Background: an optimization exercise with open tools, aiming at small area and a short achievable clock period. Do not read the settings as production practice. No run shown here included a check of the RTL's function; only the layout flow was run. Power figures rest on the tool's default switching activity, not on a simulated workload.

### design/flow/design.v
package lc3b_types;
    typedef enum logic [3:0] {
        op_br   = 4'b0000,
        op_add  = 4'b0001,
        op_ldb  = 4'b0010,
        op_stb  = 4'b0011,
        op_jsr  = 4'b0100,
        op_and  = 4'b0101,
        op_ldr  = 4'b0110,
        op_str  = 4'b0111,
        op_rti  = 4'b1000,
        op_not  = 4'b1001,
        op_ldi  = 4'b1010,
        op_sti  = 4'b1011,
        op_jmp  = 4'b1100,
        op_shf  = 4'b1101,
        op_lea  = 4'b1110,
        op_trap = 4'b1111
    } lc3b_opcode;
    typedef enum logic [1:0] {
        x_base = 2'b00,
        x_ext1 = 2'b01,
        x_ext2 = 2'b10,
        x_ext3 = 2'b11
    } lc3b_lc3x;
    typedef enum logic [2:0] {
        alu_add,
        alu_sub,
        alu_mul,
        alu_and,
        alu_or,
        alu_xor,
        alu_not,
        alu_shf  
    } lc3b_aluop;
endpackage
`timescale 1ns/1ps
module control_rom
(
    input  logic [15:0] instr,
    output logic        writes,     
    output logic        k_mul,      
    output logic        k_as,       
    output logic        k_sub,      
    output logic        k_log,      
    output logic        k_shl,      
    output logic        k_shr,      
    output logic [1:0]  lsel,       
    output logic        use_imm,    
    output logic        use_sr2     
);
    logic [3:0] opcode;
    logic       i5;
    logic [1:0] x43;
    assign opcode = instr[15:12];
    assign i5     = instr[5];
    assign x43    = instr[4:3];
    always_comb
    begin
        writes  = 1'b0;
        k_mul   = 1'b0;
        k_as    = 1'b0;
        k_sub   = 1'b0;
        k_log   = 1'b0;
        k_shl   = 1'b0;
        k_shr   = 1'b0;
        lsel    = 2'b00;
        use_imm = 1'b0;
        use_sr2 = 1'b0;
        case (opcode)
            4'b0001:
            begin
                writes = 1'b1;
                if (i5)
                begin
                    k_as    = 1'b1;
                    use_imm = 1'b1;
                end
                else
                begin
                    use_sr2 = 1'b1;
                    if (x43 == 2'b01)
                        k_mul = 1'b1;
                    else
                    begin
                        k_as  = 1'b1;
                        k_sub = x43[1];
                    end
                end
            end
            4'b0101:
            begin
                k_log = 1'b1;
                if (i5)
                begin
                    writes  = 1'b1;
                    use_imm = 1'b1;
                    lsel    = 2'b00;
                end
                else
                begin
                    writes  = (x43 != 2'b11);
                    use_sr2 = 1'b1;
                    lsel    = x43;
                end
            end
            4'b1001:
            begin
                writes = 1'b1;
                k_log  = 1'b1;
                lsel   = 2'b11;
            end
            4'b1101:
            begin
                writes = 1'b1;
                k_shl  = ~instr[4];
                k_shr  = instr[4];
            end
            default: ;
        endcase
    end
endmodule
`timescale 1ns/1ps
module decode_stage
(
    input  logic                    clk,
    input  logic                    arst_n,
    input  logic                    instr_valid,
    input  logic [16-1:0]   instr,
    input  logic                    flush,
    input  logic [16-1:0]   rd_data1,
    input  logic [16-1:0]   rd_data2,
    input  logic [16-1:0]   alu_out,
    output logic                    d_valid,
    output logic [3-1:0]  d_dest,
    output logic [16-1:0]   d_opa,
    output logic [16-1:0]   d_opb,
    output logic                    d_mb,
    output logic                    d_as,
    output logic                    d_sub,
    output logic                    d_log,
    output logic                    d_shr,
    output logic [1:0]              d_lsel
);
    logic                   writes;
    logic                   k_mul, k_as, k_sub, k_log, k_shl, k_shr, use_imm, use_sr2;
    logic [1:0]             lsel;
    logic [3-1:0] sr1, sr2;
    logic [16-1:0]  va, vb, opb;
    logic                   fwd_a, fwd_b;
    control_rom u_rom
    (
        .instr   (instr),
        .writes  (writes),
        .k_mul   (k_mul),
        .k_as    (k_as),
        .k_sub   (k_sub),
        .k_log   (k_log),
        .k_shl   (k_shl),
        .k_shr   (k_shr),
        .lsel    (lsel),
        .use_imm (use_imm),
        .use_sr2 (use_sr2)
    );
    assign sr1 = instr[8:6];
    assign sr2 = instr[2:0];
    assign va = rd_data1;
    assign vb = rd_data2;
    assign fwd_a = d_valid && d_dest == sr1;
    assign fwd_b = use_sr2 && d_valid && d_dest == sr2;
    assign opb = use_imm ? {{(16-5){instr[4]}}, instr[4:0]} :
                 use_sr2 ? vb :
                 k_shl   ? (16'(1) << instr[3:0]) :
                           {{(16-6){1'b0}}, instr[5:0]};
    always_ff @(posedge clk or negedge arst_n)
    begin
        if (!arst_n)
            d_valid <= 1'b0;
        else
            d_valid <= instr_valid & ~flush & writes;
    end
    always_ff @(posedge clk)
    begin
        d_dest  <= instr[11:9];
        d_opa   <= fwd_a ? alu_out : va;
        d_opb   <= fwd_b ? alu_out : opb;
        d_mb    <= k_mul | k_shl;
        d_as    <= k_as;
        d_sub   <= k_sub;
        d_log   <= k_log;
        d_shr   <= k_shr;
        d_lsel  <= lsel;
    end
endmodule
`timescale 1ns/1ps
module mul_tree
(
    input  logic [15:0] x,
    input  logic [7:0]  one,
    input  logic [7:0]  two,
    input  logic [7:0]  neg,
    input  logic        cin0,
    input  logic [15:0] r,
    output logic [15:0] sa,
    output logic [15:0] sb
);
    wire pp0_0 = ((x[0] & one[0]) | (1'b0 & two[0])) ^ neg[0];
    wire pp0_1 = ((x[1] & one[0]) | (x[0] & two[0])) ^ neg[0];
    wire pp0_2 = ((x[2] & one[0]) | (x[1] & two[0])) ^ neg[0];
    wire pp0_3 = ((x[3] & one[0]) | (x[2] & two[0])) ^ neg[0];
    wire pp0_4 = ((x[4] & one[0]) | (x[3] & two[0])) ^ neg[0];
    wire pp0_5 = ((x[5] & one[0]) | (x[4] & two[0])) ^ neg[0];
    wire pp0_6 = ((x[6] & one[0]) | (x[5] & two[0])) ^ neg[0];
    wire pp0_7 = ((x[7] & one[0]) | (x[6] & two[0])) ^ neg[0];
    wire pp0_8 = ((x[8] & one[0]) | (x[7] & two[0])) ^ neg[0];
    wire pp0_9 = ((x[9] & one[0]) | (x[8] & two[0])) ^ neg[0];
    wire pp0_10 = ((x[10] & one[0]) | (x[9] & two[0])) ^ neg[0];
    wire pp0_11 = ((x[11] & one[0]) | (x[10] & two[0])) ^ neg[0];
    wire pp0_12 = ((x[12] & one[0]) | (x[11] & two[0])) ^ neg[0];
    wire pp0_13 = ((x[13] & one[0]) | (x[12] & two[0])) ^ neg[0];
    wire pp0_14 = ((x[14] & one[0]) | (x[13] & two[0])) ^ neg[0];
    wire pp0_15 = ((x[15] & one[0]) | (x[14] & two[0])) ^ neg[0];
    wire pp1_0 = ((x[0] & one[1]) | (1'b0 & two[1]) | r[2]) ^ neg[1];
    wire pp1_1 = ((x[1] & one[1]) | (x[0] & two[1]) | r[3]) ^ neg[1];
    wire pp1_2 = ((x[2] & one[1]) | (x[1] & two[1]) | r[4]) ^ neg[1];
    wire pp1_3 = ((x[3] & one[1]) | (x[2] & two[1]) | r[5]) ^ neg[1];
    wire pp1_4 = ((x[4] & one[1]) | (x[3] & two[1]) | r[6]) ^ neg[1];
    wire pp1_5 = ((x[5] & one[1]) | (x[4] & two[1]) | r[7]) ^ neg[1];
    wire pp1_6 = ((x[6] & one[1]) | (x[5] & two[1]) | r[8]) ^ neg[1];
    wire pp1_7 = ((x[7] & one[1]) | (x[6] & two[1]) | r[9]) ^ neg[1];
    wire pp1_8 = ((x[8] & one[1]) | (x[7] & two[1]) | r[10]) ^ neg[1];
    wire pp1_9 = ((x[9] & one[1]) | (x[8] & two[1]) | r[11]) ^ neg[1];
    wire pp1_10 = ((x[10] & one[1]) | (x[9] & two[1]) | r[12]) ^ neg[1];
    wire pp1_11 = ((x[11] & one[1]) | (x[10] & two[1]) | r[13]) ^ neg[1];
    wire pp1_12 = ((x[12] & one[1]) | (x[11] & two[1]) | r[14]) ^ neg[1];
    wire pp1_13 = ((x[13] & one[1]) | (x[12] & two[1]) | r[15]) ^ neg[1];
    wire pp2_0 = ((x[0] & one[2]) | (1'b0 & two[2])) ^ neg[2];
    wire pp2_1 = ((x[1] & one[2]) | (x[0] & two[2])) ^ neg[2];
    wire pp2_2 = ((x[2] & one[2]) | (x[1] & two[2])) ^ neg[2];
    wire pp2_3 = ((x[3] & one[2]) | (x[2] & two[2])) ^ neg[2];
    wire pp2_4 = ((x[4] & one[2]) | (x[3] & two[2])) ^ neg[2];
    wire pp2_5 = ((x[5] & one[2]) | (x[4] & two[2])) ^ neg[2];
    wire pp2_6 = ((x[6] & one[2]) | (x[5] & two[2])) ^ neg[2];
    wire pp2_7 = ((x[7] & one[2]) | (x[6] & two[2])) ^ neg[2];
    wire pp2_8 = ((x[8] & one[2]) | (x[7] & two[2])) ^ neg[2];
    wire pp2_9 = ((x[9] & one[2]) | (x[8] & two[2])) ^ neg[2];
    wire pp2_10 = ((x[10] & one[2]) | (x[9] & two[2])) ^ neg[2];
    wire pp2_11 = ((x[11] & one[2]) | (x[10] & two[2])) ^ neg[2];
    wire pp3_0 = ((x[0] & one[3]) | (1'b0 & two[3])) ^ neg[3];
    wire pp3_1 = ((x[1] & one[3]) | (x[0] & two[3])) ^ neg[3];
    wire pp3_2 = ((x[2] & one[3]) | (x[1] & two[3])) ^ neg[3];
    wire pp3_3 = ((x[3] & one[3]) | (x[2] & two[3])) ^ neg[3];
    wire pp3_4 = ((x[4] & one[3]) | (x[3] & two[3])) ^ neg[3];
    wire pp3_5 = ((x[5] & one[3]) | (x[4] & two[3])) ^ neg[3];
    wire pp3_6 = ((x[6] & one[3]) | (x[5] & two[3])) ^ neg[3];
    wire pp3_7 = ((x[7] & one[3]) | (x[6] & two[3])) ^ neg[3];
    wire pp3_8 = ((x[8] & one[3]) | (x[7] & two[3])) ^ neg[3];
    wire pp3_9 = ((x[9] & one[3]) | (x[8] & two[3])) ^ neg[3];
    wire pp4_0 = ((x[0] & one[4]) | (1'b0 & two[4])) ^ neg[4];
    wire pp4_1 = ((x[1] & one[4]) | (x[0] & two[4])) ^ neg[4];
    wire pp4_2 = ((x[2] & one[4]) | (x[1] & two[4])) ^ neg[4];
    wire pp4_3 = ((x[3] & one[4]) | (x[2] & two[4])) ^ neg[4];
    wire pp4_4 = ((x[4] & one[4]) | (x[3] & two[4])) ^ neg[4];
    wire pp4_5 = ((x[5] & one[4]) | (x[4] & two[4])) ^ neg[4];
    wire pp4_6 = ((x[6] & one[4]) | (x[5] & two[4])) ^ neg[4];
    wire pp4_7 = ((x[7] & one[4]) | (x[6] & two[4])) ^ neg[4];
    wire pp5_0 = ((x[0] & one[5]) | (1'b0 & two[5])) ^ neg[5];
    wire pp5_1 = ((x[1] & one[5]) | (x[0] & two[5])) ^ neg[5];
    wire pp5_2 = ((x[2] & one[5]) | (x[1] & two[5])) ^ neg[5];
    wire pp5_3 = ((x[3] & one[5]) | (x[2] & two[5])) ^ neg[5];
    wire pp5_4 = ((x[4] & one[5]) | (x[3] & two[5])) ^ neg[5];
    wire pp5_5 = ((x[5] & one[5]) | (x[4] & two[5])) ^ neg[5];
    wire pp6_0 = ((x[0] & one[6]) | (1'b0 & two[6])) ^ neg[6];
    wire pp6_1 = ((x[1] & one[6]) | (x[0] & two[6])) ^ neg[6];
    wire pp6_2 = ((x[2] & one[6]) | (x[1] & two[6])) ^ neg[6];
    wire pp6_3 = ((x[3] & one[6]) | (x[2] & two[6])) ^ neg[6];
    wire r7b0 = ((x[1] & one[7]) | (x[0] & two[7])) ^ neg[7];
    wire pp7_0 = x[0] & one[7];
    wire pp7_1 = r7b0 ^ (neg[7] & ~pp7_0);
    wire h0_10_0 = neg[5] ^ pp0_10;
    wire k0_10_0 = neg[5] & pp0_10;
    wire h0_11_1 = pp0_11 ^ pp2_7;
    wire k0_11_1 = pp0_11 & pp2_7;
    wire s0_12_0 = neg[6] ^ pp0_12 ^ pp2_8;
    wire c0_12_0 = (neg[6] & pp0_12) | (neg[6] & pp2_8) | (pp0_12 & pp2_8);
    wire h0_12_2 = pp3_6 ^ pp4_4;
    wire k0_12_2 = pp3_6 & pp4_4;
    wire s0_13_1 = pp0_13 ^ pp2_9 ^ pp3_7;
    wire c0_13_1 = (pp0_13 & pp2_9) | (pp0_13 & pp3_7) | (pp2_9 & pp3_7);
    wire h0_13_3 = pp4_5 ^ pp5_3;
    wire k0_13_3 = pp4_5 & pp5_3;
    wire s0_14_2 = pp0_14 ^ pp2_10 ^ pp3_8;
    wire c0_14_2 = (pp0_14 & pp2_10) | (pp0_14 & pp3_8) | (pp2_10 & pp3_8);
    wire s0_14_3 = pp4_6 ^ pp5_4 ^ pp6_2;
    wire c0_14_3 = (pp4_6 & pp5_4) | (pp4_6 & pp6_2) | (pp5_4 & pp6_2);
    wire s0_15_4 = pp0_15 ^ pp2_11 ^ pp3_9;
    wire s0_15_5 = pp4_7 ^ pp5_5 ^ pp6_3;
    wire h1_6_4 = neg[3] ^ pp0_6;
    wire k1_6_4 = neg[3] & pp0_6;
    wire h1_7_5 = pp0_7 ^ pp2_3;
    wire k1_7_5 = pp0_7 & pp2_3;
    wire s1_8_6 = neg[4] ^ pp0_8 ^ pp2_4;
    wire c1_8_6 = (neg[4] & pp0_8) | (neg[4] & pp2_4) | (pp0_8 & pp2_4);
    wire h1_8_6 = pp3_2 ^ pp4_0;
    wire k1_8_6 = pp3_2 & pp4_0;
    wire s1_9_7 = pp0_9 ^ pp2_5 ^ pp3_3;
    wire c1_9_7 = (pp0_9 & pp2_5) | (pp0_9 & pp3_3) | (pp2_5 & pp3_3);
    wire h1_9_7 = pp4_1 ^ pp1_7;
    wire k1_9_7 = pp4_1 & pp1_7;
    wire s1_10_8 = pp2_6 ^ pp3_4 ^ pp4_2;
    wire c1_10_8 = (pp2_6 & pp3_4) | (pp2_6 & pp4_2) | (pp3_4 & pp4_2);
    wire s1_10_9 = pp5_0 ^ h0_10_0 ^ pp1_8;
    wire c1_10_9 = (pp5_0 & h0_10_0) | (pp5_0 & pp1_8) | (h0_10_0 & pp1_8);
    wire s1_11_10 = pp3_5 ^ pp4_3 ^ pp5_1;
    wire c1_11_10 = (pp3_5 & pp4_3) | (pp3_5 & pp5_1) | (pp4_3 & pp5_1);
    wire s1_11_11 = k0_10_0 ^ h0_11_1 ^ pp1_9;
    wire c1_11_11 = (k0_10_0 & h0_11_1) | (k0_10_0 & pp1_9) | (h0_11_1 & pp1_9);
    wire s1_12_12 = pp5_2 ^ pp6_0 ^ k0_11_1;
    wire c1_12_12 = (pp5_2 & pp6_0) | (pp5_2 & k0_11_1) | (pp6_0 & k0_11_1);
    wire s1_12_13 = h0_12_2 ^ s0_12_0 ^ pp1_10;
    wire c1_12_13 = (h0_12_2 & s0_12_0) | (h0_12_2 & pp1_10) | (s0_12_0 & pp1_10);
    wire s1_13_14 = pp6_1 ^ k0_12_2 ^ h0_13_3;
    wire c1_13_14 = (pp6_1 & k0_12_2) | (pp6_1 & h0_13_3) | (k0_12_2 & h0_13_3);
    wire s1_13_15 = c0_12_0 ^ s0_13_1 ^ pp1_11;
    wire c1_13_15 = (c0_12_0 & s0_13_1) | (c0_12_0 & pp1_11) | (s0_13_1 & pp1_11);
    wire s1_14_16 = pp7_0 ^ k0_13_3 ^ c0_13_1;
    wire c1_14_16 = (pp7_0 & k0_13_3) | (pp7_0 & c0_13_1) | (k0_13_3 & c0_13_1);
    wire s1_14_17 = s0_14_2 ^ s0_14_3 ^ pp1_12;
    wire c1_14_17 = (s0_14_2 & s0_14_3) | (s0_14_2 & pp1_12) | (s0_14_3 & pp1_12);
    wire s1_15_18 = pp7_1 ^ c0_14_2 ^ c0_14_3;
    wire s1_15_19 = s0_15_4 ^ s0_15_5 ^ pp1_13;
    wire h2_4_8 = neg[2] ^ pp0_4;
    wire k2_4_8 = neg[2] & pp0_4;
    wire h2_5_9 = pp0_5 ^ pp2_1;
    wire k2_5_9 = pp0_5 & pp2_1;
    wire ts2_6_20 = pp2_2 ^ pp3_0;
    wire s2_6_20 = h1_6_4 ? ~ts2_6_20 : ts2_6_20;
    wire c2_6_20 = ts2_6_20 ? h1_6_4 : pp2_2;
    wire ts2_7_21 = pp3_1 ^ k1_6_4;
    wire s2_7_21 = h1_7_5 ? ~ts2_7_21 : ts2_7_21;
    wire c2_7_21 = ts2_7_21 ? h1_7_5 : pp3_1;
    wire ts2_8_22 = k1_7_5 ^ h1_8_6;
    wire s2_8_22 = s1_8_6 ? ~ts2_8_22 : ts2_8_22;
    wire c2_8_22 = ts2_8_22 ? s1_8_6 : k1_7_5;
    wire ts2_9_23 = k1_8_6 ^ c1_8_6;
    wire s2_9_23 = s1_9_7 ? ~ts2_9_23 : ts2_9_23;
    wire c2_9_23 = ts2_9_23 ? s1_9_7 : k1_8_6;
    wire ts2_10_24 = c1_9_7 ^ s1_10_8;
    wire s2_10_24 = k1_9_7 ? ~ts2_10_24 : ts2_10_24;
    wire c2_10_24 = ts2_10_24 ? k1_9_7 : c1_9_7;
    wire ts2_11_25 = c1_10_8 ^ s1_11_10;
    wire s2_11_25 = c1_10_9 ? ~ts2_11_25 : ts2_11_25;
    wire c2_11_25 = ts2_11_25 ? c1_10_9 : c1_10_8;
    wire ts2_12_26 = c1_11_10 ^ s1_12_12;
    wire s2_12_26 = c1_11_11 ? ~ts2_12_26 : ts2_12_26;
    wire c2_12_26 = ts2_12_26 ? c1_11_11 : c1_11_10;
    wire ts2_13_27 = c1_12_12 ^ s1_13_14;
    wire s2_13_27 = c1_12_13 ? ~ts2_13_27 : ts2_13_27;
    wire c2_13_27 = ts2_13_27 ? c1_12_13 : c1_12_12;
    wire ts2_14_28 = c1_13_14 ^ c1_13_15;
    wire s2_14_28 = s1_14_16 ? ~ts2_14_28 : ts2_14_28;
    wire c2_14_28 = ts2_14_28 ? s1_14_16 : c1_13_14;
    wire ts2_15_29 = c1_14_16 ^ c1_14_17;
    wire s2_15_29 = s1_15_18 ? ~ts2_15_29 : ts2_15_29;
    wire h3_0_10 = cin0 ^ pp0_0;
    wire k3_0_10 = cin0 & pp0_0;
    wire h3_1_11 = pp0_1 ^ r[1];
    wire k3_1_11 = pp0_1 & r[1];
    wire ts3_2_30 = neg[1] ^ pp0_2;
    wire s3_2_30 = pp1_0 ? ~ts3_2_30 : ts3_2_30;
    wire c3_2_30 = ts3_2_30 ? pp1_0 : neg[1];
    wire h3_3_12 = pp0_3 ^ pp1_1;
    wire k3_3_12 = pp0_3 & pp1_1;
    wire ts3_4_31 = pp2_0 ^ h2_4_8;
    wire s3_4_31 = pp1_2 ? ~ts3_4_31 : ts3_4_31;
    wire c3_4_31 = ts3_4_31 ? pp1_2 : pp2_0;
    wire ts3_5_32 = k2_4_8 ^ h2_5_9;
    wire s3_5_32 = pp1_3 ? ~ts3_5_32 : ts3_5_32;
    wire c3_5_32 = ts3_5_32 ? pp1_3 : k2_4_8;
    wire ts3_6_33 = k2_5_9 ^ pp1_4;
    wire s3_6_33 = s2_6_20 ? ~ts3_6_33 : ts3_6_33;
    wire c3_6_33 = ts3_6_33 ? s2_6_20 : k2_5_9;
    wire ts3_7_34 = pp1_5 ^ c2_6_20;
    wire s3_7_34 = s2_7_21 ? ~ts3_7_34 : ts3_7_34;
    wire c3_7_34 = ts3_7_34 ? s2_7_21 : pp1_5;
    wire ts3_8_35 = pp1_6 ^ c2_7_21;
    wire s3_8_35 = s2_8_22 ? ~ts3_8_35 : ts3_8_35;
    wire c3_8_35 = ts3_8_35 ? s2_8_22 : pp1_6;
    wire ts3_9_36 = h1_9_7 ^ c2_8_22;
    wire s3_9_36 = s2_9_23 ? ~ts3_9_36 : ts3_9_36;
    wire c3_9_36 = ts3_9_36 ? s2_9_23 : h1_9_7;
    wire ts3_10_37 = c2_9_23 ^ s1_10_9;
    wire s3_10_37 = s2_10_24 ? ~ts3_10_37 : ts3_10_37;
    wire c3_10_37 = ts3_10_37 ? s2_10_24 : c2_9_23;
    wire ts3_11_38 = s1_11_11 ^ c2_10_24;
    wire s3_11_38 = s2_11_25 ? ~ts3_11_38 : ts3_11_38;
    wire c3_11_38 = ts3_11_38 ? s2_11_25 : s1_11_11;
    wire ts3_12_39 = s1_12_13 ^ c2_11_25;
    wire s3_12_39 = s2_12_26 ? ~ts3_12_39 : ts3_12_39;
    wire c3_12_39 = ts3_12_39 ? s2_12_26 : s1_12_13;
    wire ts3_13_40 = s1_13_15 ^ c2_12_26;
    wire s3_13_40 = s2_13_27 ? ~ts3_13_40 : ts3_13_40;
    wire c3_13_40 = ts3_13_40 ? s2_13_27 : s1_13_15;
    wire ts3_14_41 = s1_14_17 ^ c2_13_27;
    wire s3_14_41 = s2_14_28 ? ~ts3_14_41 : ts3_14_41;
    wire c3_14_41 = ts3_14_41 ? s2_14_28 : s1_14_17;
    wire ts3_15_42 = s1_15_19 ^ c2_14_28;
    wire s3_15_42 = s2_15_29 ? ~ts3_15_42 : ts3_15_42;
    assign sa[0] = h3_0_10;
    assign sb[0] = r[0];
    assign sa[1] = k3_0_10;
    assign sb[1] = h3_1_11;
    assign sa[2] = k3_1_11;
    assign sb[2] = s3_2_30;
    assign sa[3] = c3_2_30;
    assign sb[3] = h3_3_12;
    assign sa[4] = k3_3_12;
    assign sb[4] = s3_4_31;
    assign sa[5] = c3_4_31;
    assign sb[5] = s3_5_32;
    assign sa[6] = c3_5_32;
    assign sb[6] = s3_6_33;
    assign sa[7] = c3_6_33;
    assign sb[7] = s3_7_34;
    assign sa[8] = c3_7_34;
    assign sb[8] = s3_8_35;
    assign sa[9] = c3_8_35;
    assign sb[9] = s3_9_36;
    assign sa[10] = c3_9_36;
    assign sb[10] = s3_10_37;
    assign sa[11] = c3_10_37;
    assign sb[11] = s3_11_38;
    assign sa[12] = c3_11_38;
    assign sb[12] = s3_12_39;
    assign sa[13] = c3_12_39;
    assign sb[13] = s3_13_40;
    assign sa[14] = c3_13_40;
    assign sb[14] = s3_14_41;
    assign sa[15] = c3_14_41;
    assign sb[15] = s3_15_42;
endmodule
module cpa16
(
    input  logic [15:0] a,
    input  logic [15:0] b,
    output logic [15:0] s
);
    logic [15:0] p, g;
    always_comb
        for (int i = 0; i < 16; i++)
        begin
            p[i] = b[i] ? ~a[i] : a[i];
            g[i] = a[i] & b[i];
        end
    wire G0_1 = g[1] | (p[1] & g[0]);
    wire P0_1 = p[1] & p[0];
    wire G0_3 = g[3] | (p[3] & g[2]);
    wire P0_3 = p[3] & p[2];
    wire G0_5 = g[5] | (p[5] & g[4]);
    wire P0_5 = p[5] & p[4];
    wire G0_7 = g[7] | (p[7] & g[6]);
    wire P0_7 = p[7] & p[6];
    wire G0_9 = g[9] | (p[9] & g[8]);
    wire P0_9 = p[9] & p[8];
    wire G0_11 = g[11] | (p[11] & g[10]);
    wire P0_11 = p[11] & p[10];
    wire G0_13 = g[13] | (p[13] & g[12]);
    wire P0_13 = p[13] & p[12];
    wire G0_15 = g[15] | (p[15] & g[14]);
    wire P0_15 = p[15] & p[14];
    wire G1_2 = g[2] | (p[2] & G0_1);
    wire P1_2 = p[2] & P0_1;
    wire G1_3 = G0_3 | (P0_3 & G0_1);
    wire P1_3 = P0_3 & P0_1;
    wire G1_6 = g[6] | (p[6] & G0_5);
    wire P1_6 = p[6] & P0_5;
    wire G1_7 = G0_7 | (P0_7 & G0_5);
    wire P1_7 = P0_7 & P0_5;
    wire G1_10 = g[10] | (p[10] & G0_9);
    wire P1_10 = p[10] & P0_9;
    wire G1_11 = G0_11 | (P0_11 & G0_9);
    wire P1_11 = P0_11 & P0_9;
    wire G1_14 = g[14] | (p[14] & G0_13);
    wire P1_14 = p[14] & P0_13;
    wire G1_15 = G0_15 | (P0_15 & G0_13);
    wire P1_15 = P0_15 & P0_13;
    wire G2_4 = g[4] | (p[4] & G1_3);
    wire P2_4 = p[4] & P1_3;
    wire G2_5 = G0_5 | (P0_5 & G1_3);
    wire P2_5 = P0_5 & P1_3;
    wire G2_6 = G1_6 | (P1_6 & G1_3);
    wire P2_6 = P1_6 & P1_3;
    wire G2_7 = G1_7 | (P1_7 & G1_3);
    wire P2_7 = P1_7 & P1_3;
    wire G2_12 = g[12] | (p[12] & G1_11);
    wire P2_12 = p[12] & P1_11;
    wire G2_13 = G0_13 | (P0_13 & G1_11);
    wire P2_13 = P0_13 & P1_11;
    wire G2_14 = G1_14 | (P1_14 & G1_11);
    wire P2_14 = P1_14 & P1_11;
    wire G2_15 = G1_15 | (P1_15 & G1_11);
    wire P2_15 = P1_15 & P1_11;
    wire G3_8 = g[8] | (p[8] & G2_7);
    wire P3_8 = p[8] & P2_7;
    wire G3_9 = G0_9 | (P0_9 & G2_7);
    wire P3_9 = P0_9 & P2_7;
    wire G3_10 = G1_10 | (P1_10 & G2_7);
    wire P3_10 = P1_10 & P2_7;
    wire G3_11 = G1_11 | (P1_11 & G2_7);
    wire P3_11 = P1_11 & P2_7;
    wire G3_12 = G2_12 | (P2_12 & G2_7);
    wire P3_12 = P2_12 & P2_7;
    wire G3_13 = G2_13 | (P2_13 & G2_7);
    wire P3_13 = P2_13 & P2_7;
    wire G3_14 = G2_14 | (P2_14 & G2_7);
    wire P3_14 = P2_14 & P2_7;
    wire G3_15 = G2_15 | (P2_15 & G2_7);
    wire P3_15 = P2_15 & P2_7;
    assign s[0] = p[0];
    assign s[1] = g[0] ? ~p[1] : p[1];
    assign s[2] = G0_1 ? ~p[2] : p[2];
    assign s[3] = G1_2 ? ~p[3] : p[3];
    assign s[4] = G1_3 ? ~p[4] : p[4];
    assign s[5] = G2_4 ? ~p[5] : p[5];
    assign s[6] = G2_5 ? ~p[6] : p[6];
    assign s[7] = G2_6 ? ~p[7] : p[7];
    assign s[8] = G2_7 ? ~p[8] : p[8];
    assign s[9] = G3_8 ? ~p[9] : p[9];
    assign s[10] = G3_9 ? ~p[10] : p[10];
    assign s[11] = G3_10 ? ~p[11] : p[11];
    assign s[12] = G3_11 ? ~p[12] : p[12];
    assign s[13] = G3_12 ? ~p[13] : p[13];
    assign s[14] = G3_13 ? ~p[14] : p[14];
    assign s[15] = G3_14 ? ~p[15] : p[15];
endmodule
module execute_stage
(
    input  logic                    clk,
    input  logic                    arst_n,
    input  logic                    d_valid,
    input  logic [3-1:0]  d_dest,
    input  logic [16-1:0]   d_opa,
    input  logic [16-1:0]   d_opb,
    input  logic                    d_mb,
    input  logic                    d_as,
    input  logic                    d_sub,
    input  logic                    d_log,
    input  logic                    d_shr,
    input  logic [1:0]              d_lsel,
    output logic [16-1:0]   alu_out,
    output logic                    wb_valid,
    output logic [3-1:0]  wb_dest,
    output logic [16-1:0]   wb_data
);
    logic [15:0] a, b;
    logic [7:0]  one, two, neg;
    logic [16:0] yb;
    logic [15:0] r, sa, sb, logic_out, shr_out;
    logic [31:0] shr_ext;
    logic        cin0;
    assign a = d_opa;
    assign b = d_opb;
    assign yb = {b, 1'b0};
    always_comb
    begin
        for (int j = 0; j < 8; j++)
        begin
            one[j] = d_mb & (yb[2*j+1] ^ yb[2*j]);
            two[j] = d_mb & ((yb[2*j+2] & ~yb[2*j+1] & ~yb[2*j]) |
                              (~yb[2*j+2] & yb[2*j+1] & yb[2*j]));
            neg[j] = d_mb & yb[2*j+2];
        end
        one[0] = (d_mb & b[0]) | d_as;
    end
    always_comb
    begin
        case (d_lsel)
            2'b00:   logic_out = a & b;
            2'b01:   logic_out = a | b;
            2'b10:   logic_out = a ^ b;
            default: logic_out = ~a;
        endcase
    end
    assign shr_ext = {{16{b[5] & a[15]}}, a} >> b[3:0];
    assign shr_out = shr_ext[15:0];
    assign r    = ({16{d_as}} & (b ^ {16{d_sub}})) |
                  ({16{d_log}} & logic_out) |
                  ({16{d_shr}} & shr_out);
    assign cin0 = neg[0] | d_sub;
    mul_tree u_tree
    (
        .x    (a),
        .one  (one),
        .two  (two),
        .neg  (neg),
        .cin0 (cin0),
        .r    (r),
        .sa   (sa),
        .sb   (sb)
    );
    cpa16 u_cpa
    (
        .a (sa),
        .b (sb),
        .s (alu_out)
    );
    always_ff @(posedge clk or negedge arst_n)
    begin
        if (!arst_n)
            wb_valid <= 1'b0;
        else
            wb_valid <= d_valid;
    end
    always_ff @(posedge clk)
    begin
        wb_dest <= d_dest;
        wb_data <= alu_out;
    end
endmodule
`timescale 1ns/1ps
module result_stage
(
    input  logic                    clk,
    input  logic                    arst_n,
    input  logic [3-1:0]  rd_addr1,
    input  logic [3-1:0]  rd_addr2,
    input  logic                    we,
    input  logic [3-1:0]  waddr,
    input  logic [16-1:0]   wdata,
    input  logic                    wb_valid,
    input  logic [16-1:0]   wb_data,
    output logic [16-1:0]   rd_data1,
    output logic [16-1:0]   rd_data2,
    output logic [2:0]              cc
);
    logic [16-1:0] regs [8];
    logic [8-1:0] written;
    logic [2:0]            nzp;
    always_comb
    begin
        rd_data1 = '0;
        rd_data2 = '0;
        for (int i = 0; i < 8; i++)
        begin
            rd_data1 = rd_data1 | (regs[i] & {16{written[i] && rd_addr1 == i}});
            rd_data2 = rd_data2 | (regs[i] & {16{written[i] && rd_addr2 == i}});
        end
    end
    assign nzp = wb_data[16-1] ? 3'b100 :
                 (wb_data == '0)       ? 3'b010 :
                                         3'b001;
    always_ff @(posedge clk)
    begin
        for (int i = 0; i < 8; i++)
            if (we && waddr == i)
                regs[i] <= wdata;
    end
    always_ff @(posedge clk or negedge arst_n)
    begin
        if (!arst_n)
        begin
            written <= '0;
            cc      <= 3'b010;  
        end
        else
        begin
            if (we)
                written[waddr] <= 1'b1;
            if (wb_valid)
                cc <= nzp;
        end
    end
endmodule
`timescale 1ns/1ps
module lc3b_alu_pipe
(
    input  logic                    clk,
    input  logic                    arst_n,
    input  logic                    instr_valid,
    input  logic [16-1:0]   instr,
    input  logic                    flush,
    output logic                    wb_valid,
    output logic [3-1:0]  wb_dest,
    output logic [16-1:0]   wb_data,
    output logic [2:0]              cc
);
    logic                   d_valid;
    logic [3-1:0] d_dest;
    logic [16-1:0]  d_opa;
    logic [16-1:0]  d_opb;
    logic                   d_mb;
    logic                   d_as;
    logic                   d_sub;
    logic                   d_log;
    logic                   d_shr;
    logic [1:0]             d_lsel;
    logic [16-1:0]  alu_out;
    logic [16-1:0]  rd_data1;
    logic [16-1:0]  rd_data2;
    decode_stage u_decode
    (
        .clk         (clk),
        .arst_n      (arst_n),
        .instr_valid (instr_valid),
        .instr       (instr),
        .flush       (flush),
        .rd_data1    (rd_data1),
        .rd_data2    (rd_data2),
        .alu_out     (alu_out),
        .d_valid     (d_valid),
        .d_dest      (d_dest),
        .d_opa       (d_opa),
        .d_opb       (d_opb),
        .d_mb        (d_mb),
        .d_as        (d_as),
        .d_sub       (d_sub),
        .d_log       (d_log),
        .d_shr       (d_shr),
        .d_lsel      (d_lsel)
    );
    execute_stage u_execute
    (
        .clk      (clk),
        .arst_n   (arst_n),
        .d_valid  (d_valid),
        .d_dest   (d_dest),
        .d_opa    (d_opa),
        .d_opb    (d_opb),
        .d_mb     (d_mb),
        .d_as     (d_as),
        .d_sub    (d_sub),
        .d_log    (d_log),
        .d_shr    (d_shr),
        .d_lsel   (d_lsel),
        .alu_out  (alu_out),
        .wb_valid (wb_valid),
        .wb_dest  (wb_dest),
        .wb_data  (wb_data)
    );
    result_stage u_result
    (
        .clk      (clk),
        .arst_n   (arst_n),
        .rd_addr1 (instr[8:6]),
        .rd_addr2 (instr[2:0]),
        .we       (d_valid),
        .waddr    (d_dest),
        .wdata    (alu_out),
        .wb_valid (wb_valid),
        .wb_data  (wb_data),
        .rd_data1 (rd_data1),
        .rd_data2 (rd_data2),
        .cc       (cc)
    );
endmodule
### design/flow/run.sh
#!/bin/bash
# synth_recipe.tcl (not shown) runs the flow's synth.tcl, then flattens the netlist and writes it again
# the make line also repeats each setting of config.mk as NAME=value (left out here)
make -C /OpenROAD-flow-scripts/flow DESIGN_CONFIG=/design/flow/config.mk WORK_HOME=/design/flow/orfs CLKGATE_MAP_FILE= SYNTH_SCRIPT=/design/flow/synth_recipe.tcl finish
### design/flow/config.mk
export PLATFORM = sky130hd
export DESIGN_NAME = lc3b_alu_pipe
export DESIGN_NICKNAME = lc3b_alu_pipe
export VERILOG_FILES = /design/flow/design.v
export SDC_FILE = /design/flow/constraint.sdc
export NUM_CORES = 4
export LEC_CHECK = 0
export CAP_MARGIN = 20
export CORE_MARGIN = 2
export CORE_UTILIZATION = 40
export SETUP_SLACK_MARGIN = 1.5
export SLEW_MARGIN = 20
### design/flow/constraint.sdc
create_clock -name core_clock -period 7.0 [get_ports {clk}]
set_input_delay 1.4000 -clock core_clock [delete_from_list [all_inputs] [get_ports {clk}]]
set_output_delay 1.4000 -clock core_clock [all_outputs]
set_load 0.01 [all_outputs]
==> out/qor.yml, run 1 <==
r2r_start: "u_decode.d_opb[9]"
crit_required_ns: 7.18
skew_ns: 0.0210
final_common_cell: "edfxtp_1"
min_to: "u_result.written[5]"
drive_above_1_share_pct: 10.2
vdd_drop_max_uv: 276
grt_pass1_wl_mm: 73.1
final_nets: 1568
syn_to_final_growth_pct: 11.6
cts_tree: "done"
cp-start-kind: "register"
grtUsageMet1_pct: 35.7
arrival_ns: 5.46
synth_edf_count: 128
rows: 69
min_from: "u_result.written[5]"
drc_errors: 0
numCtsBuffers: 22
synth_ff_type: "edfxtp_1"
syn_inst: 1494
ys_types: 82
crit_chain: "clkinvlp_4 > ha_1 > mux4_2 > nand2_1 > nand2_1 > o21ai_0 > o21ai_0 > ha_1 > maj3_1 > xnor2_1 > xnor2_1 > ha_1 > and4_1 > nand2_1 > a21oi_1 > nor3_2 > a311oi_2 > inv_1"
cts_root_buf: "clkbuf_16"
routabilityCongestion: 0.950
reg2reg_slack_ns: 1.72
use_met3_pct: 3.48
status: "finished clean"
h-tree-depth: 1
synth_area_leader_cell: "edfxtp_1"
end_kind: "register"
die_y_um: 193
cts_num_sinks: 202
synthArstFlopShare_pct: 6.44
path_clk_slew_ns: 0.07
viasPerCell: 6.44
grt_overflow: 0
fp.dieW_um: 193
p_leak_uw: 0.00596
clock_latency_ns: 0.52
setup_violations: 0
postRouteAntennaNets: 0
drt_iter0_markers: 1720
yosysSeqAreaShare_pct: 37.8
clockBufferDepth: 3
synth_area_um2: 14300
slew_viol_final: 0
rr_worst_depth: 18
finalHoldViolations: 0
ys_warn_count: 6
dieArea_um2: 37200
grt_use_total_pct: 25.8
fin_tns_setup_ns: 0
synth_area_per_cell_um2: 9.56
post_cts_buffers: 0
io_pins: 43
synth_nets: 1599
gr-usage-met2_pct: 41.4
crit_slowest_cell: "dfxtp_2"
synth_top_area_share_pct: 26.9
wire_per_inst_um: 24.9
max_stage_delay_ns: 0.60
post-route-min-period_ns: 5.28
grt_max_degree: 32
crit_fanout: 17
antenna_found_initial: 0
fin_crit_sh_pct: 75.4
drtPass1Iterations: 6
reg2reg_to: "u_result.regs[6][14]"
hold_depth: 1
worst_pin_slew_ns: 1.11
coreArea_um2: 35400
start_util_pct: 40.3
grt_busiest_layer: "met2"
rsz0062_at_grt: "true"
wl_mm: 48.3
ys_top_cells_by_area: "edfxtp_1 27%, dfxtp_1 8.6%, ha_1 5.7%"
power.density_nw_per_um2: 208
portBuffers: 42
total_power_uw: 3310
relSlewSlack_pct: 26.2
holdCritPathClass: "reg2reg"
grt_pass1_vias: 11900
critPathKind: "reg2reg"
final_cell_mix: "128 x edfxtp_1, 116 x nand2_1, 110 x nor2_1"
maxCapViolCount: 0
ys_ff_latch: 202
vias: 12500
timing.fmax_ghz: 0.190
hpwl_mm: 32.8
antenna_cells: 0
==> critical path, delay by kind of cell (launching register included) <==
| kind | cells | cell delay [ns] |
|---|---|---|
| muxes | 1 | 0.46 |
| and+or+nand+nor | 5 | 0.58 |
| AOI/OAI and AO/OA | 4 | 1.07 |
| buffers and inverters | 2 | 0.62 |
| adders and majority gates | 4 | 1.34 |
| DFF | 1 | 0.60 |
| xor gates and xnor gates | 2 | 0.29 |
==> state kept, by name, indices dropped and copies added, names as in the netlist <==
name / flops
u_decode.d_mb: 1
u_execute.wb_dest: 3
u_decode.d_valid: 1
u_decode.d_lsel: 2
u_decode.d_opa: 16
u_execute.wb_data: 16
u_decode.d_as: 1
u_result.written: 8
u_decode.d_opb: 16
u_decode.d_dest: 3
u_result.regs: 128
u_decode.d_log: 1
u_decode.d_sub: 1
u_result.cc: 3
u_decode.d_shr: 1
u_execute.wb_valid: 1
==> how the worst max path moves through the flow <==
stage / from / endpoint / slack (ns) / cells past startpoint
after floorplan: u_decode.d_opb[0] / u_result.regs[0][13] / 2.17 / 15
after global placement: u_decode.d_opb[7] / u_result.regs[7][14] / 1.16 / 16
after detailed placement: u_decode.d_opb[7] / u_result.regs[7][14] / 1.06 / 16
after CTS: u_decode.d_opb[4] / u_result.regs[0][15] / 1.60 / 19
after global routing: u_decode.d_opb[3] / u_result.regs[3][15] / 1.45 / 18
final: u_decode.d_opb[9] / u_result.regs[6][14] / 1.72 / 18
==> where the power goes <==
group | switching (uW) | internal [uW] | total, uW | leakage, uW
clock network | 490 | 788 | 1280 | 0.000388
registers | 80.2 | 1330 | 1410 | 0.00186
logic | 383 | 238 | 621 | 0.00371
==> per-stage QoR <==
step           instances  hold slack (ns)  setup WS (ns)  utilization, %  cell area [um^2]
6_report            1940            0.489           1.72            45.0             15900
5_1_grt             1940            0.512           1.45            45.0             15900
4_1_cts             1938            0.492           1.60            44.8             15900
3_5_place_dp        1898            0.477           1.06            42.5             15000
3_3_place_gp        1898            0.465           1.16            42.5             15000
2_1_floorplan       1494            0.354           2.17               -             14300
==> logic make-up (layout without fill, tap and decap cells) <==
kind of cell               after synthesis  in the layout  share of synthesized area [%]
AOI/OAI and AO/OA                      448            448                           22.1
and+or+nand+nor                        365            365                           12.1
buffers and inverters                  214            199                           5.96
DFF                                    202            202                           37.8
xor gates and xnor gates               104            104                           6.57
adders and majority gates              103            103                           9.77
muxes                                   58             58                           5.79
==> layer usage <==
layer	vias to the layer above	share of wire [%]
met3	130	8.9
met5	-	0
met1	6104	42
met4	0	3.9
met2	737	45
li1	5524	-
==> final cells by class <==
class                      instances  area (um^2)
fill                            3376        19500
clock buffer                      26          587
multi-input combinational       1078         8150
inverter                          81          312
sequential                       202         5410
timing repair inverter             1         5.00
timing repair buffer              77          691
clock inverter                    14          208
tap                              461          577
==> Yosys cell counts, types with 10 or more instances <==
library cell and count:
a211oi_1 15, a21o_1 16, a21oi_1 78, a221oi_1 39
a222oi_1 31, a22o_1 15, a22oi_1 89, and2_1 12
buf_2 18, clkbuf_1 102, dfrtp_1 12, dfxtp_1 61
edfxtp_1 128, fa_1 20, ha_1 65, inv_1 75
maj3_1 17, mux2_2 17, mux2i_1 23, mux4_2 18
nand2_1 117, nand3_1 27, nand4_1 20, nor2_1 112
nor2b_1 10, nor3_1 16, o21ai_0 87, xnor2_1 63
xor2_1 39
==> what timing repair did <==
item | in CTS | in global routing
gates cloned | 0 | 1
gates resized for setup | 6 | 20
endpoints found under the setup margin | 33 | 44
hold buffers | 0 | 0
pin swaps | 0 | 0
==> run 2: changes to the inputs <==
--- a/design/flow/design.v
+++ b/design/flow/design.v
@@ -625,8 +625,6 @@
     input  logic [3-1:0]  rd_addr1,
     input  logic [3-1:0]  rd_addr2,
-    input  logic                    we,
-    input  logic [3-1:0]  waddr,
-    input  logic [16-1:0]   wdata,
     input  logic                    wb_valid,
+    input  logic [3-1:0]  wb_dest,
     input  logic [16-1:0]   wb_data,
     output logic [16-1:0]   rd_data1,
@@ -637,12 +635,15 @@
     logic [8-1:0] written;
     logic [2:0]            nzp;
+    logic byp1, byp2;
+    assign byp1 = wb_valid && wb_dest == rd_addr1;
+    assign byp2 = wb_valid && wb_dest == rd_addr2;
     always_comb
     begin
-        rd_data1 = '0;
-        rd_data2 = '0;
+        rd_data1 = wb_data & {16{byp1}};
+        rd_data2 = wb_data & {16{byp2}};
         for (int i = 0; i < 8; i++)
         begin
-            rd_data1 = rd_data1 | (regs[i] & {16{written[i] && rd_addr1 == i}});
-            rd_data2 = rd_data2 | (regs[i] & {16{written[i] && rd_addr2 == i}});
+            rd_data1 = rd_data1 | (regs[i] & {16{!byp1 && written[i] && rd_addr1 == i}});
+            rd_data2 = rd_data2 | (regs[i] & {16{!byp2 && written[i] && rd_addr2 == i}});
         end
     end
@@ -653,6 +654,6 @@
     begin
         for (int i = 0; i < 8; i++)
-            if (we && waddr == i)
-                regs[i] <= wdata;
+            if (wb_valid && wb_dest == i)
+                regs[i] <= wb_data;
     end
     always_ff @(posedge clk or negedge arst_n)
@@ -665,8 +666,9 @@
         else
         begin
-            if (we)
-                written[waddr] <= 1'b1;
             if (wb_valid)
-                cc <= nzp;
+            begin
+                written[wb_dest] <= 1'b1;
+                cc               <= nzp;
+            end
         end
     end
@@ -744,8 +746,6 @@
         .rd_addr1 (instr[8:6]),
         .rd_addr2 (instr[2:0]),
-        .we       (d_valid),
-        .waddr    (d_dest),
-        .wdata    (alu_out),
         .wb_valid (wb_valid),
+        .wb_dest  (wb_dest),
         .wb_data  (wb_data),
         .rd_data1 (rd_data1),
==> run 2 against run 1 <==
Still clean on timing, DRC and antenna. Sequential share of layout area fell by 0.61 points. First-iteration DRC count fell by 3.2%. Combinational power rose by 3%. Global-route usage rose by 0.99 points. Largest cell class unchanged. Largest power group unchanged.
==> out/qor.yml, run 2 <==
final_cell_area_um2: 16200  # was 15,900 um^2
drtPass1Iterations: 6  # unchanged
status: "finished clean"  # unchanged
grt_pass1_vias: 12600  # was 11,900
cts_root_buf: "clkbuf_16"  # unchanged
final_cell_mix: "128 x edfxtp_1, 118 x nand2_1, 96 x o21ai_0"  # was 128 x edfxtp_1, 116 x nand2_1, 110 x nor2_1
synth_area_per_cell_um2: 9.55  # was 9.56 um^2
pwr-share-seq_pct: 46.2  # was 42.6%
largest_reg_flops: 128  # unchanged
grt_overflow: 0  # unchanged
start_util_pct: 40.4  # was 40.3%
rsz0062_at_grt: "true"  # unchanged
synthArstFlopShare_pct: 6.44  # unchanged
grt_use_total_pct: 26.8  # was 25.8%
post-route-min-period_ns: 5.19  # was 5.28 ns
end_kind: "register"  # unchanged
worst_pin_slew_ns: 1.15  # was 1.11 ns
ys_ff_latch: 202  # unchanged
combPwrFrac_pct: 20.4  # was 18.8%
net-switching-power_uw: 965  # was 952 uW
min_from: "u_decode.d_valid"  # was u_result.written[5]
synth_nets: 1646  # was 1,599
numCtsBuffers: 21  # was 22
grt_max_degree: 64  # was 32
ys_warn_count: 6  # unchanged
post_cts_buffers: 0  # unchanged
postRouteAntennaNets: 0  # unchanged
wire_per_inst_um: 26.0  # was 24.9 um
io_pins: 43  # unchanged
placed_area_um2: 15500  # was 15,000 um^2
swShare_pct: 30.7  # was 28.8%
hold_buffers: 0  # unchanged
drive_above_1_share_pct: 9.57  # was 10.2%
slew_viol_final: 0  # unchanged
cell_internal_pwr_uw: 2180  # was 2360 uW
crit_required_ns: 7.37  # was 7.18 ns
synth_ff_type: "edfxtp_1"  # unchanged
finalHoldViolations: 0  # unchanged
synth_top_area_share_pct: 26.1  # was 26.9%
dieArea_um2: 38300  # was 37,200 um^2
coreArea_um2: 36400  # was 35,400 um^2
portBuffers: 42  # unchanged
drt_iter0_markers: 1665  # was 1,720
clock_latency_ns: 0.52  # about the same
setup_violations: 0  # unchanged
cts_tree: "done"  # unchanged
clockBufferDepth: 3  # unchanged
final_core_util_pct: 44.5  # was 45.0%
crit_fanout: 14  # was 17
hpwl_mm: 35.1  # was 32.8 mm
viasPerCell: 6.51  # was 6.44
n_fill_cell: 3497  # was 3,376
syn_to_final_growth_pct: 10.3  # was 11.6%
arrival_ns: 5.55  # was 5.46 ns
critPathKind: "reg2reg"  # unchanged
antenna_cells: 0  # unchanged
r2r_start: "u_decode.d_opa[9]"  # was u_decode.d_opb[9]
wl_mm: 51.8  # was 48.3 mm
power.density_nw_per_um2: 194  # was 208 nW/um^2
synth_most_common_cell: "edfxtp_1"  # unchanged
antenna_found_initial: 1  # was 0
holdCritPathClass: "reg2reg"  # unchanged
p_leak_uw: 0.00609  # was 0.00596 uW
routabilityCongestion: 0.932  # was 0.950
final_nets: 1617  # was 1,568
reg2reg_slack_ns: 1.81  # was 1.72 ns
relSlewSlack_pct: 23.2  # was 26.2%
fp.dieW_um: 196  # was 193 um
vdd_drop_max_uv: 226  # was 276 uV
skew_ns: 0.0215  # was 0.0210 ns
cts_resized: 1  # was 6
synth_area_um2: 14700  # was 14,300 um^2
syn_inst: 1540  # was 1,494
power.share.clock_pct: 33.4  # was 38.6%
path_clk_slew_ns: 0.06  # was 0.07 ns
fin_crit_sh_pct: 74.1  # was 75.4%
h-tree-depth: 1  # unchanged
final_common_cell: "edfxtp_1"  # unchanged
die_y_um: 196  # was 193 um
synthTopCellsByCount: "128 x edfxtp_1, 118 x nand2_1, 97 x clkbuf_1, 97 x o21ai_0, 79 x inv_1"  # was 128 x edfxtp_1, 117 x nand2_1, 112 x nor2_1
cp-start-kind: "register"  # unchanged
rows: 70  # was 69
regMostFlops: "u_result.regs"  # unchanged
grt_pass1_wl_mm: 78.5  # was 73.1 mm
total_power_uw: 3140  # was 3310 uW
synth_edf_count: 128  # unchanged
drc_errors: 0  # unchanged
cts_num_sinks: 202  # unchanged
fin_tns_setup_ns: 0  # unchanged
worstSetupStartpoint: "u_decode.d_opa[9]"  # was u_decode.d_opb[9]
synth_area_leader_cell: "edfxtp_1"  # unchanged
vias: 13000  # was 12,500
maxCapViolCount: 0  # unchanged
ys_types: 84  # was 82
yosysSeqAreaShare_pct: 36.7  # was 37.8%
ys_top_cells_by_area: "edfxtp_1 26%, dfxtp_1 8.3%, ha_1 5.6%"  # was edfxtp_1 27%, dfxtp_1 8.6%, ha_1 5.7%
timing.fmax_ghz: 0.193  # was 0.190 GHz
-- run 2: critical path, stage by stage (launching register included) --
cell and delay [ns]:
dfxtp_1 0.85, inv_1 0.17, ha_1 0.33, mux4_2 0.49
nand2_1 0.09, nand2_1 0.11, o21ai_0 0.39, ha_1 0.25
nor2b_1 0.06, nand2b_1 0.15, xnor2_1 0.29, xnor2_1 0.14
ha_1 0.35, and4_1 0.21, nand3_1 0.07, a21oi_1 0.05
o31a_1 0.32, a311oi_1 0.31, xnor2_1 0.24, a22oi_1 0.15
-- run 2: through the flow --
step | instances | hold WS (ns) | setup slack, ns
3_3_place_gp | 1955 | 0.394 | 1.53
2_1_floorplan | 1540 | 0.373 | 2.10
4_1_cts | 1992 | 0.407 | 1.52
5_1_grt | 1993 | 0.418 | 1.48
6_report | 1993 | 0.405 | 1.81
3_5_place_dp | 1955 | 0.387 | 1.48
-- run 2: cells by family (layout without fill, tap and decap cells) --
logic type / after synthesis / count (layout) / share of synthesized area (%)
AO/OA/AOI/OAI: 487 / 487 / 23.8
XOR/XNOR: 107 / 107 / 6.56
flip-flops: 202 / 202 / 36.7
adder cells (fa/ha/maj): 107 / 107 / 9.77
AND/OR/NAND/NOR: 375 / 375 / 12.8
buffers and inverters: 218 / 203 / 5.95
multiplexers: 44 / 44 / 4.43
-- run 2: power by group through the flow --
stage                     Clock, uW  Combinational [uW]  Sequential, uW
final                          1050                 640            1450
after global routing           1110                 692            1460
after CTS                      1060                 626            1450
after detailed placement          0                 622            1470
after global placement            0                 615            1470
after floorplan                   0                 421            1410
-- run 2: metal layers --
layer	track usage [%]	share of wire, %	vias to the layer above
met2	44.1	46	754
met5	0	0	-
met1	34.8	39	6292
li1	-	-	5757
met4	11.3	4.4	0
met3	4.66	9.7	162
-- run 2: area by class of cell --
type                            instances  area [um^2]  area share, %
Inverter                               81          304           1.88
Timing Repair Buffer                   85          754           4.65
Clock inverter                          8         43.8          0.270
Multi-Input combinational cell       1120         8520           52.6
Clock buffer                           29          596           3.67
Sequential cell                       202         5400           33.3
Tap cell                              468          586           3.61
-- run 2: path summary, 6_finish.rpt --
path,cells past startpoint,endpoint
min,0,u_execute.wb_valid
max reg2reg,19,u_decode.d_opb[15]
max in group asynchronous,1,u_result.written[7]
min in group asynchronous,1,u_result.written[4]
max,19,u_decode.d_opb[15]
min reg2reg,0,u_execute.wb_valid
==> run 3: changes to the inputs <==
--- a/design/flow/design.v
+++ b/design/flow/design.v
@@ -296,41 +296,55 @@
     wire s0_15_4 = pp0_15 ^ pp2_11 ^ pp3_9;
     wire s0_15_5 = pp4_7 ^ pp5_5 ^ pp6_3;
-    wire h1_6_4 = neg[3] ^ pp0_6;
+    wire h1_6_4 = pp0_6 ? ~neg[3] : neg[3];
     wire k1_6_4 = neg[3] & pp0_6;
-    wire h1_7_5 = pp0_7 ^ pp2_3;
+    wire h1_7_5 = pp2_3 ? ~pp0_7 : pp0_7;
     wire k1_7_5 = pp0_7 & pp2_3;
-    wire s1_8_6 = neg[4] ^ pp0_8 ^ pp2_4;
-    wire c1_8_6 = (neg[4] & pp0_8) | (neg[4] & pp2_4) | (pp0_8 & pp2_4);
-    wire h1_8_6 = pp3_2 ^ pp4_0;
+    wire ts1_8_6 = neg[4] ^ pp0_8;
+    wire s1_8_6 = pp2_4 ? ~ts1_8_6 : ts1_8_6;
+    wire c1_8_6 = ts1_8_6 ? pp2_4 : neg[4];
+    wire h1_8_6 = pp4_0 ? ~pp3_2 : pp3_2;
     wire k1_8_6 = pp3_2 & pp4_0;
-    wire s1_9_7 = pp0_9 ^ pp2_5 ^ pp3_3;
-    wire c1_9_7 = (pp0_9 & pp2_5) | (pp0_9 & pp3_3) | (pp2_5 & pp3_3);
-    wire h1_9_7 = pp4_1 ^ pp1_7;
+    wire ts1_9_7 = pp0_9 ^ pp2_5;
+    wire s1_9_7 = pp3_3 ? ~ts1_9_7 : ts1_9_7;
+    wire c1_9_7 = ts1_9_7 ? pp3_3 : pp0_9;
+    wire h1_9_7 = pp1_7 ? ~pp4_1 : pp4_1;
     wire k1_9_7 = pp4_1 & pp1_7;
-    wire s1_10_8 = pp2_6 ^ pp3_4 ^ pp4_2;
-    wire c1_10_8 = (pp2_6 & pp3_4) | (pp2_6 & pp4_2) | (pp3_4 & pp4_2);
-    wire s1_10_9 = pp5_0 ^ h0_10_0 ^ pp1_8;
-    wire c1_10_9 = (pp5_0 & h0_10_0) | (pp5_0 & pp1_8) | (h0_10_0 & pp1_8);
-    wire s1_11_10 = pp3_5 ^ pp4_3 ^ pp5_1;
-    wire c1_11_10 = (pp3_5 & pp4_3) | (pp3_5 & pp5_1) | (pp4_3 & pp5_1);
-    wire s1_11_11 = k0_10_0 ^ h0_11_1 ^ pp1_9;
-    wire c1_11_11 = (k0_10_0 & h0_11_1) | (k0_10_0 & pp1_9) | (h0_11_1 & pp1_9);
-    wire s1_12_12 = pp5_2 ^ pp6_0 ^ k0_11_1;
-    wire c1_12_12 = (pp5_2 & pp6_0) | (pp5_2 & k0_11_1) | (pp6_0 & k0_11_1);
-    wire s1_12_13 = h0_12_2 ^ s0_12_0 ^ pp1_10;
-    wire c1_12_13 = (h0_12_2 & s0_12_0) | (h0_12_2 & pp1_10) | (s0_12_0 & pp1_10);
-    wire s1_13_14 = pp6_1 ^ k0_12_2 ^ h0_13_3;
-    wire c1_13_14 = (pp6_1 & k0_12_2) | (pp6_1 & h0_13_3) | (k0_12_2 & h0_13_3);
-    wire s1_13_15 = c0_12_0 ^ s0_13_1 ^ pp1_11;
-    wire c1_13_15 = (c0_12_0 & s0_13_1) | (c0_12_0 & pp1_11) | (s0_13_1 & pp1_11);
-    wire s1_14_16 = pp7_0 ^ k0_13_3 ^ c0_13_1;
-    wire c1_14_16 = (pp7_0 & k0_13_3) | (pp7_0 & c0_13_1) | (k0_13_3 & c0_13_1);
-    wire s1_14_17 = s0_14_2 ^ s0_14_3 ^ pp1_12;
-    wire c1_14_17 = (s0_14_2 & s0_14_3) | (s0_14_2 & pp1_12) | (s0_14_3 & pp1_12);
-    wire s1_15_18 = pp7_1 ^ c0_14_2 ^ c0_14_3;
-    wire s1_15_19 = s0_15_4 ^ s0_15_5 ^ pp1_13;
-    wire h2_4_8 = neg[2] ^ pp0_4;
+    wire ts1_10_8 = pp2_6 ^ pp3_4;
+    wire s1_10_8 = pp4_2 ? ~ts1_10_8 : ts1_10_8;
+    wire c1_10_8 = ts1_10_8 ? pp4_2 : pp2_6;
+    wire ts1_10_9 = pp5_0 ^ h0_10_0;
+    wire s1_10_9 = pp1_8 ? ~ts1_10_9 : ts1_10_9;
+    wire c1_10_9 = ts1_10_9 ? pp1_8 : pp5_0;
+    wire ts1_11_10 = pp3_5 ^ pp4_3;
+    wire s1_11_10 = pp5_1 ? ~ts1_11_10 : ts1_11_10;
+    wire c1_11_10 = ts1_11_10 ? pp5_1 : pp3_5;
+    wire ts1_11_11 = k0_10_0 ^ h0_11_1;
+    wire s1_11_11 = pp1_9 ? ~ts1_11_11 : ts1_11_11;
+    wire c1_11_11 = ts1_11_11 ? pp1_9 : k0_10_0;
+    wire ts1_12_12 = pp5_2 ^ pp6_0;
+    wire s1_12_12 = k0_11_1 ? ~ts1_12_12 : ts1_12_12;
+    wire c1_12_12 = ts1_12_12 ? k0_11_1 : pp5_2;
+    wire ts1_12_13 = h0_12_2 ^ s0_12_0;
+    wire s1_12_13 = pp1_10 ? ~ts1_12_13 : ts1_12_13;
+    wire c1_12_13 = ts1_12_13 ? pp1_10 : h0_12_2;
+    wire ts1_13_14 = pp6_1 ^ k0_12_2;
+    wire s1_13_14 = h0_13_3 ? ~ts1_13_14 : ts1_13_14;
+    wire c1_13_14 = ts1_13_14 ? h0_13_3 : pp6_1;
+    wire ts1_13_15 = c0_12_0 ^ s0_13_1;
+    wire s1_13_15 = pp1_11 ? ~ts1_13_15 : ts1_13_15;
+    wire c1_13_15 = ts1_13_15 ? pp1_11 : c0_12_0;
+    wire ts1_14_16 = pp7_0 ^ k0_13_3;
+    wire s1_14_16 = c0_13_1 ? ~ts1_14_16 : ts1_14_16;
+    wire c1_14_16 = ts1_14_16 ? c0_13_1 : pp7_0;
+    wire ts1_14_17 = s0_14_2 ^ s0_14_3;
+    wire s1_14_17 = pp1_12 ? ~ts1_14_17 : ts1_14_17;
+    wire c1_14_17 = ts1_14_17 ? pp1_12 : s0_14_2;
+    wire ts1_15_18 = pp7_1 ^ c0_14_2;
+    wire s1_15_18 = c0_14_3 ? ~ts1_15_18 : ts1_15_18;
+    wire ts1_15_19 = s0_15_4 ^ s0_15_5;
+    wire s1_15_19 = pp1_13 ? ~ts1_15_19 : ts1_15_19;
+    wire h2_4_8 = pp0_4 ? ~neg[2] : neg[2];
     wire k2_4_8 = neg[2] & pp0_4;
-    wire h2_5_9 = pp0_5 ^ pp2_1;
+    wire h2_5_9 = pp2_1 ? ~pp0_5 : pp0_5;
     wire k2_5_9 = pp0_5 & pp2_1;
     wire ts2_6_20 = pp2_2 ^ pp3_0;
@@ -363,12 +377,12 @@
     wire ts2_15_29 = c1_14_16 ^ c1_14_17;
     wire s2_15_29 = s1_15_18 ? ~ts2_15_29 : ts2_15_29;
-    wire h3_0_10 = cin0 ^ pp0_0;
+    wire h3_0_10 = pp0_0 ? ~cin0 : cin0;
     wire k3_0_10 = cin0 & pp0_0;
-    wire h3_1_11 = pp0_1 ^ r[1];
+    wire h3_1_11 = r[1] ? ~pp0_1 : pp0_1;
     wire k3_1_11 = pp0_1 & r[1];
     wire ts3_2_30 = neg[1] ^ pp0_2;
     wire s3_2_30 = pp1_0 ? ~ts3_2_30 : ts3_2_30;
     wire c3_2_30 = ts3_2_30 ? pp1_0 : neg[1];
-    wire h3_3_12 = pp0_3 ^ pp1_1;
+    wire h3_3_12 = pp1_1 ? ~pp0_3 : pp0_3;
     wire k3_3_12 = pp0_3 & pp1_1;
     wire ts3_4_31 = pp2_0 ^ h2_4_8;
@@ -625,6 +639,8 @@
     input  logic [3-1:0]  rd_addr1,
     input  logic [3-1:0]  rd_addr2,
+    input  logic                    we,
+    input  logic [3-1:0]  waddr,
+    input  logic [16-1:0]   wdata,
     input  logic                    wb_valid,
-    input  logic [3-1:0]  wb_dest,
     input  logic [16-1:0]   wb_data,
     output logic [16-1:0]   rd_data1,
@@ -635,15 +651,12 @@
     logic [8-1:0] written;
     logic [2:0]            nzp;
-    logic byp1, byp2;
-    assign byp1 = wb_valid && wb_dest == rd_addr1;
-    assign byp2 = wb_valid && wb_dest == rd_addr2;
     always_comb
     begin
-        rd_data1 = wb_data & {16{byp1}};
-        rd_data2 = wb_data & {16{byp2}};
+        rd_data1 = '0;
+        rd_data2 = '0;
         for (int i = 0; i < 8; i++)
         begin
-            rd_data1 = rd_data1 | (regs[i] & {16{!byp1 && written[i] && rd_addr1 == i}});
-            rd_data2 = rd_data2 | (regs[i] & {16{!byp2 && written[i] && rd_addr2 == i}});
+            rd_data1 = rd_data1 | (regs[i] & {16{written[i] && rd_addr1 == i}});
+            rd_data2 = rd_data2 | (regs[i] & {16{written[i] && rd_addr2 == i}});
         end
     end
@@ -654,6 +667,6 @@
     begin
         for (int i = 0; i < 8; i++)
-            if (wb_valid && wb_dest == i)
-                regs[i] <= wb_data;
+            if (we && waddr == i)
+                regs[i] <= wdata;
     end
     always_ff @(posedge clk or negedge arst_n)
@@ -666,9 +679,8 @@
         else
         begin
+            if (we)
+                written[waddr] <= 1'b1;
             if (wb_valid)
-            begin
-                written[wb_dest] <= 1'b1;
-                cc               <= nzp;
-            end
+                cc <= nzp;
         end
     end
@@ -746,6 +758,8 @@
         .rd_addr1 (instr[8:6]),
         .rd_addr2 (instr[2:0]),
+        .we       (d_valid),
+        .waddr    (d_dest),
+        .wdata    (alu_out),
         .wb_valid (wb_valid),
-        .wb_dest  (wb_dest),
         .wb_data  (wb_data),
         .rd_data1 (rd_data1),
--- a/design/flow/config.mk
+++ b/design/flow/config.mk
@@ -8,5 +8,6 @@
 export CAP_MARGIN = 20
 export CORE_MARGIN = 2
-export CORE_UTILIZATION = 40
+export CORE_UTILIZATION = 60
+export PLACE_DENSITY = 0.72
 export SETUP_SLACK_MARGIN = 1.5
 export SLEW_MARGIN = 20
==> run 3 against run 2 <==
Still clean. Cell count shrank 8.7%. Clock skew down 0.0071 ns. Die area shrank 35%. Design area shrank 2.9%. First-iteration DRC count increased by 14%. Clock power about the same. Combinational power is 4.2% lower. Power is 2.7% lower. Area after synthesis down 3.0%. Hold slack gained 0.098 ns. Sequential share of layout area increased by 1.0 points. Synthesized cell count decreased by 2.9%.
==> out/qor.yml, run 3 <==
status: "finished clean"  # unchanged
hold_slack_ns: 0.502  # was 0.405 ns
io_pins: 43  # unchanged
final_nets: 1582  # was 1,617
fin_tns_setup_ns: 0  # unchanged
vias: 12500  # was 13,000
routabilityCongestion: 0.950  # was 0.932
cts_root_buf: "clkbuf_16"  # unchanged
timing.fmax_ghz: 0.191  # was 0.193 GHz
portBuffers: 42  # unchanged
cts_num_sinks: 202  # unchanged
setup_violations: 0  # unchanged
final_core_util_pct: 67.3  # was 44.5%
end_kind: "register"  # unchanged
relSlewSlack_pct: 24.1  # was 23.2%
dp_cells: 1773  # was 1,955
rows: 56  # was 70
antenna_cells: 0  # unchanged
grt_use_total_pct: 36.8  # was 26.8%
wire_per_inst_um: 25.1  # was 26.0 um
crit_required_ns: 7.21  # was 7.37 ns
yosysSeqAreaShare_pct: 37.8  # was 36.7%
drc_errors: 0  # unchanged
critPathKind: "reg2reg"  # unchanged
p_leak_uw: 0.00596  # was 0.00609 uW
fin_crit_sh_pct: 74.8  # was 74.1%
crit_fanout: 35  # was 14
syn_to_final_growth_pct: 10.4  # was 10.3%
synth_xor_area_share_pct: 8.28  # was 6.56%
synth_compound_area_share_pct: 22.9  # was 23.8%
coreArea_um2: 23400  # was 36,400 um^2
synthTopCellsByCount: "128 x edfxtp_1, 111 x nand2_1, 100 x nor2_1"  # was 128 x edfxtp_1, 118 x nand2_1, 97 x clkbuf_1, 97 x o21ai_0, 79 x inv_1
net-switching-power_uw: 888  # was 965 uW
maxCapViolCount: 0  # unchanged
synth_area_per_cell_um2: 9.53  # was 9.55 um^2
post-route-min-period_ns: 5.23  # was 5.19 ns
drtPass1Iterations: 7  # was 6
hpwl_mm: 30.5  # was 35.1 mm
swShare_pct: 29.0  # was 30.7%
cell_internal_pwr_uw: 2170  # was 2180 uW
dieArea_um2: 25000  # was 38,300 um^2
finalHoldViolations: 0  # unchanged
drive_above_1_share_pct: 10.9  # was 9.57%
synth_top_family_by_area: "compound AO/OA/AOI/OAI gates"  # unchanged
synth_nets: 1589  # was 1,646
slew_viol_final: 0  # unchanged
wl_mm: 45.8  # was 51.8 mm
grt_max_degree: 36  # was 64
skew_ns: 0.0143  # was 0.0215 ns
run 3: cell count changes after synthesis, moves of 9 or more:
| cell | previous run | this run |
|---|---|---|
| a21boi_0 | 13 | 3 |
| o21ai_0 | 97 | 75 |
| a22o_1 | 26 | 11 |
| a221oi_1 | 64 | 36 |
| and3_1 | 16 | 5 |
| xnor2_1 | 61 | 84 |
| a22oi_1 | 58 | 99 |
| buf_2 | 21 | 12 |
| fa_1 | 20 | 8 |
| a222oi_1 | 39 | 30 |
| nand4_1 | 22 | 11 |
| nor2_1 | 77 | 100 |
| a21oi_1 | 69 | 96 |
run 3: worst paths after layout:
kind	cells after the start	to	slack (ns)	start
worst min register to register	0	u_execute.wb_dest[1]	0.50	u_decode.d_dest[1]
worst max-delay path	19	u_result.regs[2][15]	1.77	u_decode.d_opb[3]
max in group asynchronous	1	u_result.written[4]	5.34	arst_n
min in group asynchronous	1	u_decode.d_valid	1.27	arst_n
worst max register to register	19	u_result.regs[2][15]	1.77	u_decode.d_opb[3]
worst min-delay path	0	u_execute.wb_dest[1]	0.50	u_decode.d_dest[1]
run 3: cell families after synthesis:
| logic type | after synthesis |
|---|---|
| DFF | 202 |
| buffers and inverters | 202 |
| adders and majority gates | 100 |
| xor gates and xnor gates | 130 |
| AOI/OAI and AO/OA | 462 |
| muxes | 47 |
| and+or+nand+nor | 353 |
run 3: worst max-delay path, cell delays in order, from the launching register on:
cell and delay, ns:
dfxtp_1 0.36, buf_4 0.36, or3b_1 0.45, a21oi_4 0.26, a222oi_1 0.13, nand2_1 0.14, nor3_1 0.06, o32ai_1 0.68
xnor2_1 0.24, xor2_1 0.20, xnor2_1 0.15, ha_1 0.33, inv_1 0.10, o22ai_1 0.09, a21o_1 0.17, or4_1 0.45
a31oi_2 0.25, o21bai_1 0.13, xor2_1 0.23, inv_1 0.18
run 3: what timing repair did:
item | 4_1_cts | 5_1_grt
cloned | 1 | 0
resized for setup | 10 | 17
setup endpoints to repair | 40 | 55
hold buffers | 0 | 0
pin swaps | 0 | 1
setup buffers | 1 | 12
run 3: power by group through the flow:
stage	clock network [uW]	registers, uW	logic, uW
floorplan	0	1380	397
global placement	0	1420	568
detailed placement	0	1420	575
CTS	1040	1400	584
global route	1090	1410	655
finish	1040	1400	613
run 3: area by class of cell:
type                       count  area, um^2
timing repair buffer          98         856
sequential                   202        5410
clock inverter                 8        93.8
clock buffer                  25         528
multi-input combinational   1092        8160
inverter                      75         294
tap                          319         399
fill                        1944        7660
timing repair inverter         1        5.00
run 3: through the flow:
| step | total power, uW | instance area (um^2) |
|---|---|---|
| 2_1_floorplan | 1780 | 14300 |
| 3_3_place_gp | 1990 | 14900 |
| 3_5_place_dp | 2000 | 14900 |
| 4_1_cts | 3030 | 15600 |
| 5_1_grt | 3150 | 15700 |
| 6_report | 3060 | 15700 |
run 3: routing by layer:
metal  routed length [um]  part of all wire (%)  GRT usage, %  vias to the layer above
met5                    0                     0             0                        -
met4                 2630                   5.7          18.3                        0
met3                 4890                    11          7.04                      179
met2                21100                    46          60.3                      878
met1                17100                    37          46.7                     5879
li1                     -                     -             -                     5589
